What follows belongs to an exercise in optimizing a design on an open flow for small area, a short achievable clock period and few clock cycles per item; a production flow would make more cautious choices. Only simulation tests tie the RTL to the original design; equivalence was not proved.

oak:
// pid_heading_turn_controller_top
module pid_heading_turn_controller_top
(
  input  logic        clk,
  input  logic        rst,
  input  logic        cmd_valid,
  output logic        cmd_ready,
  input  logic        cmd_op,
  input  logic [15:0] cmd_target_angle,
  input  logic [15:0] cmd_timeout_ms,
  input  logic [15:0] cmd_measured_angle,
  output logic        res_valid,
  input  logic        res_ready,
  output logic [7:0]  res_power_pct,
  output logic [1:0]  res_status,
  input  logic        psel,
  input  logic        penable,
  input  logic        pwrite,
  input  logic [4:0]  paddr,
  input  logic [31:0] pwdata,
  output logic [31:0] prdata,
  output logic        pready
);
  phtc_pkg::cfg_t cfg;
  phtc_cfg u_cfg (
    .clk     (clk),
    .rst     (rst),
    .psel    (psel),
    .penable (penable),
    .pwrite  (pwrite),
    .paddr   (paddr),
    .pwdata  (pwdata),
    .prdata  (prdata),
    .pready  (pready),
    .cfg     (cfg)
  );
  phtc_core u_core (
    .clk                (clk),
    .rst                (rst),
    .cfg                (cfg),
    .cmd_valid          (cmd_valid),
    .cmd_ready          (cmd_ready),
    .cmd_op             (cmd_op),
    .cmd_target_angle   (cmd_target_angle),
    .cmd_timeout_ms     (cmd_timeout_ms),
    .cmd_measured_angle (cmd_measured_angle),
    .res_valid          (res_valid),
    .res_ready          (res_ready),
    .res_power_pct      (res_power_pct),
    .res_status         (res_status)
  );
endmodule
clock: 16.0 ns
lec_check: 0
cap_margin: 20
core_margin: 2
core_utilization: 55
slew_margin: 20
synth_hierarchical: 1
synth_minimum_keep_size: 0
standard.sh (not shown) runs the stock make flow with config.mk's settings and CLKGATE_MAP_FILE= SYNTH_SCRIPT=/design/flow/synth_recipe.tcl, a recipe that flattens the netlist after the stock synthesis.
==> flow/flow/run.sh <==
#!/bin/bash
# The standard layout (the standard.sh), with three changes:
#  - after synthesis, every combinational cell gets the smallest drive
#    strength of its family (flow/downsize.tcl);
#  - the port buffers are buf_2 cells instead of the default choice;
#  - the timing repair after CTS and after global routing is asked to leave a
#    setup margin of MARGIN ns, so that it also works on paths that already
#    meet the 16 ns clock, and may resize a cell to one of another footprint
#    (MATCH_CELL_FOOTPRINT=0).
# The SDC, the clock period and every other setting are the standard flow's.
set -euo pipefail
MARGIN=11.6
bash standard.sh synth > synth.log 2>&1
ODB=orfs/results/sky130hd/pid_heading_turn_controller_top/base/1_synth.odb openroad -exit flow/downsize.tcl > downsize.log 2>&1
bash standard.sh SETUP_SLACK_MARGIN=$MARGIN MATCH_CELL_FOOTPRINT=0 "BUFFER_PORTS_ARGS=-buffer_cell sky130_fd_sc_hd__buf_2" finish > standard.log 2>&1
==> flow/flow/downsize.tcl <==
# Give every combinational cell of the synthesized netlist the smallest drive
# strength of its family; the timing repair later in the flow sizes up the
# cells on critical paths. Flip-flops, tie cells and buffers are left alone.
# usage: ODB=<odb> openroad -exit downsize.tcl
read_db $::env(ODB)
set db [ord::get_db]
set n_swapped 0
set area_before 0.0
set area_after 0.0
foreach inst [[ord::get_db_block] getInsts] {
  set m [$inst getMaster]
  set name [$m getName]
  set a [expr {[$m getWidth] * [$m getHeight] / 1e6}]
  set area_before [expr {$area_before + $a}]
  set best $m
  if {[regexp {^(sky130_fd_sc_hd__([a-z0-9]+))_([0-9]+)$} $name -> base fam size]
      && ![regexp {^(df|edf|sdf|dl|conb|buf|clk|inv|tap|fill|decap|dly|probe|lpflow|macro)} $fam]} {
    foreach cand {0 1 2 4} {
      set cm [$db findMaster ${base}_$cand]
      if {$cm eq "NULL" || $cm eq ""} { continue }
      if {[$cm getWidth] * [$cm getHeight] < [$best getWidth] * [$best getHeight]} {
        set best $cm
      }
    }
  }
  if {$best ne $m} {
    $inst swapMaster $best
    incr n_swapped
  }
  set area_after [expr {$area_after + [$best getWidth] * [$best getHeight] / 1e6}]
}
puts [format "downsize: %d cells swapped, area %.1f -> %.1f um2" $n_swapped $area_before $area_after]
write_db $::env(ODB)
Testbench counts of oak, summed over its fixed seeds: cycles 12,240, items 12,000.
#### Input delta (pine over oak)
diff --git a/flow/flow/run.sh b/flow/flow/run.sh
--- a/flow/flow/run.sh
+++ b/flow/flow/run.sh
@@ -12 +12 @@
-MARGIN=11.6
+MARGIN=11.4
Notes after the runs:
Lower wire length goes to pine over oak. Of pine and oak, it is pine that has the lower routing usage on met2. pine -> oak: area of combinational cells with multiple inputs flat. Taking oak as the reference, in pine final core utilization lost 0.92 points; total of clock buffers placed in the layout lost 1.

-- re-timing with driven ports --
Ports are ideal in the flow. The routed layouts listed here were re-timed in OpenROAD.
Step 1 assumes that a clkbuf_16 drives the clock port and a buf_2 every other input.
Step 2 times the ports against the registers' clock, not the clock port: input delays grow and output delays shrink by t, the midpoint of the rising clock arrivals with the driver on.
a / b / c = ideal / step 1 / step 2; a / b = the first two.
run	t (ns)	setup slack, ns	hold WS [ns]	worst slew at a driven data input, ns
oak	0.718	11.558 / 11.492 / 10.957	0.326 / 0.326 / 0.326	0.07
pine	0.718	11.347 / 11.347 / 10.812	0.326 / 0.326 / 0.326	0.06
After both steps setup and hold are still met in every run listed. For oak, which loses most, drivers alone change the setup slack by -0.066 ns; drivers and shift together by -0.601 ns.
